This is an optimization exercise on Yosys and OpenROAD, whose aim is small area, not a production implementation.
In this exercise RTL edits were held to simulation tests only and were not proved equivalent to the original.
Power figures rest on the tool's default switching activity, not on a simulated workload. The clock port is modelled as an ideal driver; clocking choices that lean on that would not hold on a real chip.

==> flow/design.v <==
`timescale 1ns/1ps
package opll_bus_pkg;
	localparam int BUS_W = 8;
	localparam logic [3:0] GRP_FNUM_LO = 4'h1;
	localparam logic [3:0] GRP_FNUM_HI = 4'h2;
	localparam logic [3:0] GRP_INST    = 4'h3;
	localparam logic [BUS_W-1:0] ADDR_CUST_MOD = 8'h00;
	localparam logic [BUS_W-1:0] ADDR_CUST_CAR = 8'h01;
	typedef union packed
	{
		logic [BUS_W-1:0] raw;
		struct packed
		{
			logic [3:0] grp;
			logic [3:0] chan;
		} addr;
	} bus_word_u;
endpackage
`timescale 1ns/1ps
package opll_voice_pkg;
	localparam int FNUM_W   = 9;
	localparam int BLK_W    = 3;
	localparam int MULT_W   = 4;
	localparam int INST_W   = 4;
	localparam int PHASE_W  = 19;
	localparam int PG_OUT_W = 10;
	localparam int SLOT_W   = 5;
	localparam int CH_W     = 4;
	function automatic logic [MULT_W:0] mult_x2_table(input logic [MULT_W-1:0] code);
		case (code)
			4'd0:    mult_x2_table = 5'd1;
			4'd1:    mult_x2_table = 5'd2;
			4'd2:    mult_x2_table = 5'd4;
			4'd3:    mult_x2_table = 5'd6;
			4'd4:    mult_x2_table = 5'd8;
			4'd5:    mult_x2_table = 5'd10;
			4'd6:    mult_x2_table = 5'd12;
			4'd7:    mult_x2_table = 5'd14;
			4'd8:    mult_x2_table = 5'd16;
			4'd9:    mult_x2_table = 5'd18;
			4'd10:   mult_x2_table = 5'd20;
			4'd11:   mult_x2_table = 5'd20;
			4'd12:   mult_x2_table = 5'd24;
			4'd13:   mult_x2_table = 5'd24;
			4'd14:   mult_x2_table = 5'd30;
			default: mult_x2_table = 5'd30;
		endcase
	endfunction
	function automatic logic [2*MULT_W-1:0] inst_mult_rom(input logic [INST_W-1:0] inst);
		case (inst)
			4'd0:    inst_mult_rom = 8'h00;
			4'd1:    inst_mult_rom = 8'h11;
			4'd2:    inst_mult_rom = 8'h31;
			4'd3:    inst_mult_rom = 8'h31;
			4'd4:    inst_mult_rom = 8'h11;
			4'd5:    inst_mult_rom = 8'h21;
			4'd6:    inst_mult_rom = 8'h12;
			4'd7:    inst_mult_rom = 8'h11;
			4'd8:    inst_mult_rom = 8'h31;
			4'd9:    inst_mult_rom = 8'h11;
			4'd10:   inst_mult_rom = 8'h11;
			4'd11:   inst_mult_rom = 8'h31;
			4'd12:   inst_mult_rom = 8'h71;
			4'd13:   inst_mult_rom = 8'h10;
			4'd14:   inst_mult_rom = 8'h11;
			default: inst_mult_rom = 8'h11;
		endcase
	endfunction
endpackage
`timescale 1ns/1ps
`timescale 1ns/1ps
`timescale 1ns/1ps
`timescale 1ns/1ps
`timescale 1ns/1ps
`timescale 1ns/1ps
module opll_top
#(
	parameter int NUM_CHANNELS = 9
)
(
	input  logic                                MCLK,
	input  logic                                rst_n,
	input  logic                                cs_n,
	input  logic                                we_n,
	input  logic                                a0,
	input  logic [opll_bus_pkg::BUS_W-1:0]      data_in,
	output logic [opll_voice_pkg::SLOT_W-1:0]   slot_out,
	output logic [opll_voice_pkg::PG_OUT_W-1:0] phase_out,
	output logic                                out_valid
);
	localparam int NS = 2 * NUM_CHANNELS;
	localparam int PW = opll_voice_pkg::PHASE_W;
	logic       wr_en, data_wr, addr_wr;
	logic [1:0] ag;         
	logic [3:0] ac;         
	logic [1:0] ag_nxt;
	logic [3:0] ac_nxt;
	assign wr_en   = ~cs_n & ~we_n;
	assign data_wr = wr_en & a0;
	assign addr_wr = wr_en & ~a0;
	always_comb
	begin
		ag_nxt = data_in[5:4];
		if (data_in[7:4] == 4'h0)
			ac_nxt = (data_in[3:1] == 3'd0) ? data_in[3:0] : 4'hf;
		else if (data_in[7:6] == 2'b00)
			ac_nxt = (int'(data_in[3:0]) < NUM_CHANNELS) ? data_in[3:0] : 4'hf;
		else
			ac_nxt = 4'hf;
	end
	always_ff @(posedge MCLK or negedge rst_n)
	begin
		if (!rst_n)
		begin
			ag <= 2'd0;
			ac <= 4'd0;
		end
		else if (addr_wr)
		begin
			ag <= ag_nxt;
			ac <= ac_nxt;
		end
	end
	logic [4:0] sc;
	logic       v0;
	logic       fp;         
	always_ff @(posedge MCLK or negedge rst_n)
	begin
		if (!rst_n)
		begin
			sc        <= 5'd16;
			v0        <= 1'b0;
			out_valid <= 1'b0;
			fp        <= 1'b1;
		end
		else
		begin
			sc        <= (sc == 5'(NS - 1)) ? 5'd0 : sc + 5'd1;
			v0        <= 1'b1;
			out_valid <= v0;
			if (v0 && sc == 5'(NS - 2))
				fp <= 1'b0;
		end
	end
	assign slot_out = sc;
	logic       w1;
	logic [7:0] d1;
	logic [1:0] g2;
	logic [3:0] q2;
	logic [7:0] d2;
	logic [3:0] pos;
	always_comb
	begin
		int t;
		t   = (2 * int'(ac) + 2 * NS - 2 - int'(sc)) % NUM_CHANNELS;
		pos = 4'(t + 1);
	end
	always_ff @(posedge MCLK or negedge rst_n)
	begin
		if (!rst_n)
		begin
			w1 <= 1'b0;
			q2 <= 4'd0;
			d2 <= 8'd0;
		end
		else
		begin
			w1 <= data_wr;
			if (!w1 || ac == 4'hf)
				q2 <= 4'd0;
			else if (ag == 2'd0)
				q2 <= ac + 4'd1;
			else
				q2 <= pos;
			d2 <= d1;
		end
	end
	always_ff @(posedge MCLK)
	begin
		d1 <= data_in;
		g2 <= ag;
	end
	logic [16:0] cr [NUM_CHANNELS];
	logic [3:0]  cust_mod, cust_car;
	always_ff @(posedge MCLK)
	begin
		for (int p = 0; p < NUM_CHANNELS; p++)
		begin
			logic [16:0] e;
			e = cr[(p + 1) % NUM_CHANNELS];
			if ((q2 == 4'(p + 1) && g2 == 2'd1) || !v0)
				e[7:0] = d2;
			if ((q2 == 4'(p + 1) && g2 == 2'd2) || !v0)
				e[12:8] = d2[4:0];
			if ((q2 == 4'(p + 1) && g2 == 2'd3) || !v0)
				e[16:13] = d2[7:4];
			cr[p] <= e;
		end
		if ((g2 == 2'd0 && q2 == 4'd1) || !v0)
			cust_mod <= d2[3:0];
		if ((g2 == 2'd0 && q2 == 4'd2) || !v0)
			cust_car <= d2[3:0];
	end
	logic        is_car;
	logic [16:0] ce;
	logic [8:0]  fnum;
	logic [2:0]  blk;
	logic        key;
	logic [3:0]  inst;
	logic [7:0]  rom_entry;
	logic [3:0]  mcode;
	logic [4:0]  x2;
	logic [13:0] prod;
	logic [20:0] prod_sh;
	logic [PW-1:0] inc;
	logic [PW-1:0] head;
	logic        key_prev;
	logic [PW-1:0] phase_nxt;
	logic [PW-1:0] pr [NS];
	logic          kr [NS];
	assign is_car = ~sc[0];
	assign ce     = is_car ? cr[0] : cr[1];
	assign fnum   = {ce[8], ce[7:0]};
	assign blk    = ce[11:9];
	assign key    = ce[12];
	assign inst   = ce[16:13];
	always_comb
	begin
		rom_entry = opll_voice_pkg::inst_mult_rom(inst);
		if (inst == 4'd0)
			mcode = is_car ? cust_car : cust_mod;
		else
			mcode = is_car ? rom_entry[3:0] : rom_entry[7:4];
		x2        = opll_voice_pkg::mult_x2_table(mcode);
		prod      = 14'(fnum) * 14'(x2);
		prod_sh   = 21'(prod) << blk;
		inc       = prod_sh[PW:1];
		head      = fp ? '0 : pr[0];
		key_prev  = fp ? 1'b0 : kr[0];
		phase_nxt = (key & ~key_prev) ? '0 : head + inc;
	end
	always_ff @(posedge MCLK)
	begin
		for (int i = 0; i < NS - 1; i++)
		begin
			pr[i] <= pr[i + 1];
			kr[i] <= kr[i + 1];
		end
		pr[NS - 1] <= phase_nxt;
		kr[NS - 1] <= key;
	end
	assign phase_out = pr[NS - 1][PW-1:PW-opll_voice_pkg::PG_OUT_W];
endmodule
clock: 10.0 ns
lec_check: 0
cap_margin: 20
core_margin: 2
core_utilization: 40
slew_margin: 20
standard.sh (not shown) runs the stock make flow with config.mk's settings and CLKGATE_MAP_FILE= SYNTH_SCRIPT=/design/flow/synth_recipe.tcl, a recipe that flattens the netlist after the stock synthesis.
==> flow/flow/run.sh <==
#!/bin/bash
# Own layout flow: the standard flow, with the clock tree built without
# dummy loads and with larger sink clusters.
set -euo pipefail
export CTS_ARGS="-sink_clustering_enable -repair_clock_nets -dont_use_dummy_load -buf_list sky130_fd_sc_hd__clkbuf_16 -sink_clustering_size 30 -sink_clustering_max_diameter 100"
bash standard.sh > standard.log 2>&1
The first run passed the timing, DRC and antenna checks.
Rerun with:
==> flow/run.sh (new file) <==
#!/bin/bash
# synth_recipe.tcl (not shown) runs the flow's synth.tcl, then flattens the netlist and writes it again
# the make line also repeats each setting of config.mk as NAME=value (left out here)
make -C /OpenROAD-flow-scripts/flow DESIGN_CONFIG=/design/flow/config.mk WORK_HOME=/design/flow/orfs CLKGATE_MAP_FILE= SYNTH_SCRIPT=/design/flow/synth_recipe.tcl finish
Settings changed: CTS_BUF_LIST from default to sky130_fd_sc_hd__clkbuf_4, CTS_CLUSTER_SIZE from default to 10.
removed: flow/flow/run.sh
removed: flow/standard.sh
After rerunning: The new run passed the timing, DRC and antenna checks; register-to-register slack loses 0.04 ns; maximum frequency drops by about 0.5%; global-route usage climbs by 1.2 points; worst setup slack degrades by 0.041 ns; clock-buffer cell count grows by 177; hold slack degrades by 0.018 ns; core utilization goes up by 2.7 points; routed wire length came out higher by about 5.6%; die area is unchanged.
Rerun with:
==> flow/flow/run.sh (new file) <==
#!/bin/bash
# Own layout flow: the standard flow, with the clock tree built without
# dummy loads and with larger sink clusters.
set -euo pipefail
export CTS_ARGS="-sink_clustering_enable -repair_clock_nets -dont_use_dummy_load -buf_list sky130_fd_sc_hd__clkbuf_8 -sink_clustering_size 20 -sink_clustering_max_diameter 60"
bash standard.sh > standard.log 2>&1
==> flow/standard.sh (new file) <==
#!/bin/bash
# synth_recipe.tcl (not shown) runs the flow's synth.tcl, then flattens the netlist and writes it again
# the make line also repeats each setting of config.mk as NAME=value (left out here)
make -C /OpenROAD-flow-scripts/flow DESIGN_CONFIG=/design/flow/config.mk WORK_HOME=/design/flow/orfs CLKGATE_MAP_FILE= SYNTH_SCRIPT=/design/flow/synth_recipe.tcl "${@:-finish}"
Settings changed: CTS_BUF_LIST sky130_fd_sc_hd__clkbuf_4 to default, CTS_CLUSTER_SIZE 10 to default.
removed: flow/run.sh
The changed run went through all stages and came out clean.
Sequential share of layout area is higher by 3.5 points.
Register-to-register slack degrades by 0.03 ns.
Worst setup slack loses 0.030 ns.
Total power falls by about a fifth.

-- static timing again, ports no longer ideal --
In the flow no input, the clock included, has a driving cell. The finished layouts below were timed again as built, in two steps. Step 1 assumes that a clkbuf_16 drives the clock port and a buf_2 every other input. Step 2, shift: input delay + t, output delay - t, t = (earliest + latest rising clock arrival at the registers) / 2. This alone moves slack from input paths to output paths. Slacks: ideal / step 1 / step 2; pairs: ideal / step 1.
| run | t (ns) | setup slack, ns | slew at the worst register clock pin (ns) |
|---|---|---|---|
| the first run | 0.585 | 1.682 / 1.682 / 1.682 | 0.11 / 0.11 |
| the second run | 0.840 | 1.641 / 1.641 / 1.641 | 0.08 / 0.08 |
| the third run | 0.633 | 1.611 / 1.611 / 1.611 | 0.11 / 0.11 |
After both steps every run listed still meets setup and hold.
